Context: an optimization exercise on an open-source flow, tuned for small area. The choices shown serve that exercise and are no tape-out recipe.
RTL that was checked went through simulation tests only; none was proved equivalent to the original.
Power is estimated from default activity; no workload was simulated.

==> job 8050 <==
==> flow/design.v (excerpt) <==
module idct_dual_ram_responder #(
    parameter int DEPTH = 64,
    parameter int WORD_W = 16,
    parameter int READ_LATENCY = 1
) (
    input  logic                clock,
    input  logic                reset,
    input  logic [1:0]          Mout_oe_ram,
    input  logic [1:0]          Mout_we_ram,
    input  logic [63:0]         Mout_addr_ram,
    input  logic [2*WORD_W-1:0] Mout_Wdata_ram,
    input  logic [9:0]          Mout_data_ram_size,
    output logic [2*WORD_W-1:0] M_Rdata_ram,
    output logic [1:0]          M_DataRdy,
    input  logic                host_req,
    input  logic                host_we,
    input  logic [5:0]          host_addr,
    input  logic [WORD_W-1:0]   host_wdata,
    output logic [WORD_W-1:0]   host_rdata,
    output logic                host_ack,
    output logic                err
);
    localparam int AW = $clog2(DEPTH);
    logic [AW-1:0]     idx0, idx1;
    logic [WORD_W-1:0] mask0, mask1;
    logic act0, act1, wen0, wen1, ren0, ren1, eev0, eev1;
    idct_ram_lane #(.DEPTH(DEPTH)) u_lane0 (
        .oe(Mout_oe_ram[0]), .we(Mout_we_ram[0]), .addr(Mout_addr_ram[31:0]),
        .size(Mout_data_ram_size[4:0]), .idx(idx0), .mask(mask0), .active(act0),
        .wr_en(wen0), .rd_en(ren0), .err_evt(eev0));
    idct_ram_lane #(.DEPTH(DEPTH)) u_lane1 (
        .oe(Mout_oe_ram[1]), .we(Mout_we_ram[1]), .addr(Mout_addr_ram[63:32]),
        .size(Mout_data_ram_size[9:5]), .idx(idx1), .mask(mask1), .active(act1),
  ...
==> flow/config.mk <==
export PLATFORM = sky130hd
export DESIGN_NAME = idct_dual_ram_responder
export DESIGN_NICKNAME = idct_dual_ram_responder
export VERILOG_FILES = /design/flow/design.v
export SDC_FILE = /design/flow/constraint.sdc
export NUM_CORES = 4
export LEC_CHECK = 0
export CAP_MARGIN = 20
export CORE_MARGIN = 2
export CORE_UTILIZATION = 35
export GPL_TIMING_DRIVEN = 0
export PLACE_DENSITY = 0.45
export SETUP_SLACK_MARGIN = 0.5
export SLEW_MARGIN = 20
export SYNTH_HIERARCHICAL = 1
==> flow/constraint.sdc <==
create_clock -name core_clock -period 6.0 [get_ports {clock}]
set_input_delay 1.2000 -clock core_clock [delete_from_list [all_inputs] [get_ports {clock}]]
set_output_delay 1.2000 -clock core_clock [all_outputs]
set_load 0.01 [all_outputs]
standard.sh (not shown) runs the stock make flow with config.mk's settings and CLKGATE_MAP_FILE= SYNTH_SCRIPT=/design/flow/synth_recipe.tcl, a recipe that flattens the netlist after the stock synthesis.
==> flow/flow/run.sh <==
#!/bin/bash
cp standard.sh standard_sh.log
export BUFFER_PORTS_ARGS="-buffer_cell sky130_fd_sc_hd__buf_1"
export CTS_ARGS="-sink_clustering_enable -repair_clock_nets -dont_use_dummy_load -buf_list sky130_fd_sc_hd__clkbuf_8 -sink_clustering_size 16 -sink_clustering_max_diameter 60"
bash standard.sh > standard.log 2>&1
==> job 6417: changes against job 8050 <==
--- a/flow/design.v
+++ b/flow/design.v
@@ -84,52 +84,26 @@
 module idct_ram_read_bit #(
     parameter int N = 64
 ) (
     input  logic [N-1:0] sel,
     input  logic [N-1:0] bits,
     output logic         y
 );
     localparam int G = N / 3;
-    logic [23:0] grp_n;
+    localparam int R = N - 3 * G;
+    logic [G-1:0] grp_n;
     for (genvar g = 0; g < G; g++) begin : g_grp
         idct_ram_aoi3 u_aoi (.sel(sel[3*g +: 3]), .bits(bits[3*g +: 3]), .y_n(grp_n[g]));
     end
-    for (genvar g = G; g < 24; g++) begin : g_pad
-        if (3 * g < N) begin : g_last
-            idct_ram_nand u_nand (.a({sel[N-1:3*g], bits[N-1:3*g]}), .y(grp_n[g]));
-        end else begin : g_one
-            assign grp_n[g] = 1'b1;
-        end
-    end
-    logic [5:0] any6;
-    for (genvar i = 0; i < 5; i++) begin : g_l1
-        idct_ram_nand #(.W(4)) u_n4 (.a(grp_n[4*i +: 4]), .y(any6[i]));
-    end
-    idct_ram_nand #(.W(2)) u_n2 (.a(grp_n[21:20]), .y(any6[5]));
-    logic [2:0] none2;
-    for (genvar i = 0; i < 3; i++) begin : g_l2
-        idct_ram_nor2 u_nor (.a(any6[2*i]), .b(any6[2*i+1]), .y(none2[i]));
-    end
-    idct_ram_nand #(.W(3)) u_out (.a(none2), .y(y));
-endmodule
-module idct_ram_nand #(
-    parameter int W = 2
-) (
-    input  logic [W-1:0] a,
-    output logic         y
-);
-    assign y = ~&a;
-endmodule
-module idct_ram_nor2 (
-    input  logic a,
-    input  logic b,
-    output logic y
-);
-    assign y = ~(a | b);
+    if (R == 0) begin : g_even
+        assign y = ~&grp_n;
+    end else begin : g_rest
+        assign y = ~&{grp_n, ~(sel[N-1:3*G] & bits[N-1:3*G])};
+    end
 endmodule
 import idct_mem_pkg::*;
 module idct_dual_ram_responder #(
     parameter int DEPTH = 64,
     parameter int WORD_W = 16,
     parameter int READ_LATENCY = 1
 ) (
     input  logic                clock,
@@ -192,20 +166,17 @@
         for (genvar w = 0; w < DEPTH; w++) begin : g_c
             assign colbits[w] = mem[w][b];
         end
         idct_ram_read_bit #(.N(DEPTH)) u_rda (.sel(rsa), .bits(colbits), .y(rda[b]));
         idct_ram_read_bit #(.N(DEPTH)) u_rdb (.sel(rsb), .bits(colbits), .y(rdb[b]));
     end
     logic [WORD_W-1:0] colb_n, cola;
     assign colb_n = ~((Mout_Wdata_ram[2*WORD_W-1:WORD_W] & mask1) | (rdb & ~mask1));
-    logic [WORD_W-1:0] da, ma;
-    assign da = host_wr ? host_wdata : Mout_Wdata_ram[WORD_W-1:0];
-    assign ma = mask0 | {WORD_W{host_wr}};
-    assign cola = (da & ma) | (rda & ~ma);
+    assign cola = host_wr ? host_wdata : ((Mout_Wdata_ram[WORD_W-1:0] & mask0) | (rda & ~mask0));
     for (genvar w = 0; w < DEPTH; w++) begin : g_word
         logic [WORD_W-1:0] d;
         for (genvar b = 0; b < WORD_W; b++) begin : g_bit
             idct_ram_bit_next u_next (
                 .e(e_w[w]), .r1(r1_w[w]), .r0n(r0n_w[w]), .q(mem[w][b]),
                 .b_n(colb_n[b]), .a(cola[b]), .d(d[b]));
         end
         always_ff @(posedge clock) mem[w] <= d;
Settings changed: SETUP_SLACK_MARGIN 0.5 to not set.
==> job 7529: changes against job 8050 <==
==> flow/design.v (replaced) <==
package idct_mem_pkg;
    localparam int WORD_W = 16;
    localparam int LANES = 2;
    localparam int SIZE_W = 5;
    typedef enum logic {IDLE, SERVE} host_state_t;
    function automatic logic [WORD_W-1:0] size_to_mask(input logic [SIZE_W-1:0] size);
        size_to_mask = size[SIZE_W-1] ? {WORD_W{1'b1}} : ((16'd1 << size[3:0]) - 16'd1);
    endfunction
endpackage
import idct_mem_pkg::*;
module idct_ram_lane #(
    parameter int DEPTH = 64,
    localparam int AW = $clog2(DEPTH)
) (
    input  logic              oe,
    input  logic              we,
    input  logic [31:0]       addr,
    input  logic [SIZE_W-1:0] size,
    output logic [AW-1:0]     idx,
    output logic [WORD_W-1:0] mask,
    output logic              active,
    output logic              wr_en,
    output logic              rd_en,
    output logic              err_evt
);
    logic in_range;
    assign in_range = addr[31:AW+1] == '0;
    assign idx = addr[AW:1];
    assign active = oe | we;
    assign mask = size[SIZE_W-1] ? {WORD_W{1'b1}} : ((16'd1 << size[3:0]) - 16'd1);
    assign wr_en = we & ~oe & in_range;
    assign rd_en = oe & ~we & in_range;
    assign err_evt = (oe & we) | (active & ~in_range);
endmodule
module idct_ram_bit_next (
    input  logic e,
    input  logic r1n,
    input  logic r0,
    input  logic q,
    input  logic b,
    input  logic an,
    output logic d
);
    assign d = ~((r0 & an) | ~((e | q) & (r1n | b)));
endmodule
module idct_ram_aoi3 (
    input  logic [2:0] sel,
    input  logic [2:0] bits,
    output logic       y_n
);
    assign y_n = ~|(sel & bits);
endmodule
module idct_ram_read_bit #(
    parameter int N = 64
) (
    input  logic [N-1:0] sel,
    input  logic [N-1:0] bits,
    output logic         y
);
    localparam int G = N / 3;
    localparam int R = N - 3 * G;
    logic [G-1:0] grp_n;
    for (genvar g = 0; g < G; g++) begin : g_grp
        idct_ram_aoi3 u_aoi (.sel(sel[3*g +: 3]), .bits(bits[3*g +: 3]), .y_n(grp_n[g]));
    end
    if (R == 0) begin : g_even
        assign y = ~&grp_n;
    end else begin : g_rest
        assign y = ~&{grp_n, ~(sel[N-1:3*G] & bits[N-1:3*G])};
    end
endmodule
import idct_mem_pkg::*;
module idct_dual_ram_responder #(
    parameter int DEPTH = 64,
    parameter int WORD_W = 16,
    parameter int READ_LATENCY = 1
) (
    input  logic                clock,
    input  logic                reset,
    input  logic [1:0]          Mout_oe_ram,
    input  logic [1:0]          Mout_we_ram,
    input  logic [63:0]         Mout_addr_ram,
    input  logic [2*WORD_W-1:0] Mout_Wdata_ram,
    input  logic [9:0]          Mout_data_ram_size,
    output logic [2*WORD_W-1:0] M_Rdata_ram,
    output logic [1:0]          M_DataRdy,
    input  logic                host_req,
    input  logic                host_we,
    input  logic [5:0]          host_addr,
    input  logic [WORD_W-1:0]   host_wdata,
    output logic [WORD_W-1:0]   host_rdata,
    output logic                host_ack,
    output logic                err
);
    localparam int AW = $clog2(DEPTH);
    logic [AW-1:0]     idx0, idx1;
    logic [WORD_W-1:0] mask0, mask1;
    logic act0, act1, wen0, wen1, ren0, ren1, eev0, eev1;
    idct_ram_lane #(.DEPTH(DEPTH)) u_lane0 (
        .oe(Mout_oe_ram[0]), .we(Mout_we_ram[0]), .addr(Mout_addr_ram[31:0]),
        .size(Mout_data_ram_size[4:0]), .idx(idx0), .mask(mask0), .active(act0),
        .wr_en(wen0), .rd_en(ren0), .err_evt(eev0));
    idct_ram_lane #(.DEPTH(DEPTH)) u_lane1 (
        .oe(Mout_oe_ram[1]), .we(Mout_we_ram[1]), .addr(Mout_addr_ram[63:32]),
        .size(Mout_data_ram_size[9:5]), .idx(idx1), .mask(mask1), .active(act1),
        .wr_en(wen1), .rd_en(ren1), .err_evt(eev1));
    logic host_fire, host_wr, host_rd;
    assign host_fire = host_req & ~host_ack & ~act0 & ~act1;
    assign host_wr = host_fire & host_we;
    assign host_rd = host_fire & ~host_we;
    logic [AW-1:0] idxa;
    assign idxa = act0 ? idx0 : host_addr;
    logic wena;
    assign wena = (wen0 & ~(wen1 & (idx0 == idx1))) | host_wr;
    logic [DEPTH-1:0] rsa, rsb;    
    logic [DEPTH-1:0] e_w, r1n_w, r0_w;   
    for (genvar w = 0; w < DEPTH; w++) begin : g_row
        assign rsa[w] = idxa == w;
        assign rsb[w] = idx1 == w;
        assign r1n_w[w] = ~(wen1 & rsb[w]);
        assign r0_w[w] = wena & rsa[w];
        assign e_w[w] = ~r1n_w[w] | r0_w[w];
    end
    logic [WORD_W-1:0] mem [DEPTH];
    logic [WORD_W-1:0] rda, rdb;
    for (genvar b = 0; b < WORD_W; b++) begin : g_rd
        logic [DEPTH-1:0] colbits;
        for (genvar w = 0; w < DEPTH; w++) begin : g_c
            assign colbits[w] = mem[w][b];
        end
        idct_ram_read_bit #(.N(DEPTH)) u_rda (.sel(rsa), .bits(colbits), .y(rda[b]));
        idct_ram_read_bit #(.N(DEPTH)) u_rdb (.sel(rsb), .bits(colbits), .y(rdb[b]));
    end
    logic [WORD_W-1:0] colb, cola_n;
    assign colb = (Mout_Wdata_ram[2*WORD_W-1:WORD_W] & mask1) | (rdb & ~mask1);
    assign cola_n = ~(host_wr ? host_wdata : ((Mout_Wdata_ram[WORD_W-1:0] & mask0) | (rda & ~mask0)));
    for (genvar w = 0; w < DEPTH; w++) begin : g_word
        logic [WORD_W-1:0] d;
        for (genvar b = 0; b < WORD_W; b++) begin : g_bit
            idct_ram_bit_next u_next (
                .e(e_w[w]), .r1n(r1n_w[w]), .r0(r0_w[w]), .q(mem[w][b]),
                .b(colb[b]), .an(cola_n[b]), .d(d[b]));
        end
        always_ff @(posedge clock) mem[w] <= d;
    end
    logic [WORD_W-1:0] rqa, rqb;
    logic va_q, vh_q, rdy0_q, rdy1_q, ack_q, err_q;
    logic [WORD_W-1:0] keepa;
    assign keepa = (mask0 & {WORD_W{ren0}}) | {WORD_W{host_rd}};
    always_ff @(posedge clock) begin
        rqa <= rda & keepa;
        rqb <= rdb & mask1 & {WORD_W{ren1 & ~reset}};
        if (reset) begin
            va_q <= 1'b0;
            vh_q <= 1'b0;
            rdy0_q <= 1'b0;
            rdy1_q <= 1'b0;
            ack_q <= 1'b0;
            err_q <= 1'b0;
        end else begin
            va_q <= ren0;
            vh_q <= host_rd;
            rdy0_q <= act0;
            rdy1_q <= act1;
            ack_q <= host_fire;
            err_q <= err_q | eev0 | eev1;
        end
    end
    assign M_Rdata_ram = {rqb, rqa & {WORD_W{va_q}}};
    assign host_rdata = rqa & {WORD_W{vh_q}};
    assign M_DataRdy = {rdy1_q, rdy0_q};
    assign host_ack = ack_q;
    assign err = err_q;
endmodule
==> flow/run.sh (new file) <==
#!/bin/bash
# synth_recipe.tcl (not shown) runs the flow's synth.tcl, then flattens the netlist and writes it again
# the make line also repeats each setting of config.mk as NAME=value (left out here)
make -C /OpenROAD-flow-scripts/flow DESIGN_CONFIG=/design/flow/config.mk WORK_HOME=/design/flow/orfs CLKGATE_MAP_FILE= SYNTH_SCRIPT=/design/flow/synth_recipe.tcl finish
Settings changed: CORE_UTILIZATION 35 to 40, GPL_TIMING_DRIVEN 0 to not set, PLACE_DENSITY 0.45 to 0.55, SETUP_SLACK_MARGIN 0.5 to not set.
removed: flow/flow/run.sh
removed: flow/standard.sh
==> impl_metrics.py <==
metrics = {
    "status": {
        "status": "timing/DRC/antenna clean",
    },
    "power": {
        "pwr-share-seq_pct": 43.7,
    },
    "finish": {
        "fill_cells": 10500,
        "final_cell_mix": "dfxtp_1 (1062), a21oi_1 (1026), o22ai_1 (1024)",
    },
    "sta": {
        "hold_ws_ps": 480,
    },
    "global_route": {
        "grt_pass1_vias": 50800,
    },
    "setup_path": {
        "required_ps": 6660,
        "reg2regPathDepth": 9,
    },
    "yosys": {
        "syn_inst": 4878,
    },
}
[end of results for job 7529]
==> impl_metrics.py <==
metrics = {
    "status": {
        "status": "timing/DRC/antenna clean",
    },
    "setup_path": {
        "reg2regPathDepth": 8,
        "required_ps": 6700,
    },
    "power": {
        "pwr-share-seq_pct": 55.2,
    },
    "finish": {
        "fill_cells": 12800,
        "antenna_cells": 8,
        "final_cell_mix": "dfxtp_1 (1062), a21oi_1 (1026), o22ai_1 (1024)",
    },
    "die": {
        "dieWidth_um": 365,
    },
    "routing": {
        "wl_met1_um": 113000,
    },
}
[end of results for job 8050]
==> impl_metrics.py <==
metrics = {
    "sta": {
        "setup_viol": 138,
        "setup_slack_ps": -174,
    },
    "finish": {
        "fill_cells": 13000,
    },
    "status": {
        "checkFailReasons": "negative setup slack",
        "status": "finished with violations",
    },
}
[end of results for job 6417]
Only the layout flow was run in job 7529; the RTL was not checked for function there.

[separate check: timing with driven ports]
Ports are ideal in the flow. The routed layouts listed here were re-timed in OpenROAD.
Step 1 assumes that a clkbuf_16 drives the clock port and a buf_2 every other input.
Step 2 also shifts input and output timing later by t, the mid clock arrival at the registers, as if the neighbouring blocks saw the same clock.
a / b / c = no drivers / after step 1 / after step 2; a / b = the first two.
run	t (ns)	setup slack, ns	worst slew at a driven data input, ns
job 8050	0.944	0.223 / 0.280 / -0.664	0.13
job 6417	0.942	-0.174 / -0.124 / -1.065	0.09
job 7529	0.819	0.513 / 0.563 / -0.255	0.16
Met with ideal ports but missed after step 2: setup timing in job 8050 and job 7529. For job 6417, which loses most, drivers alone change the setup slack by +0.050 ns; drivers and shift together by -0.891 ns.
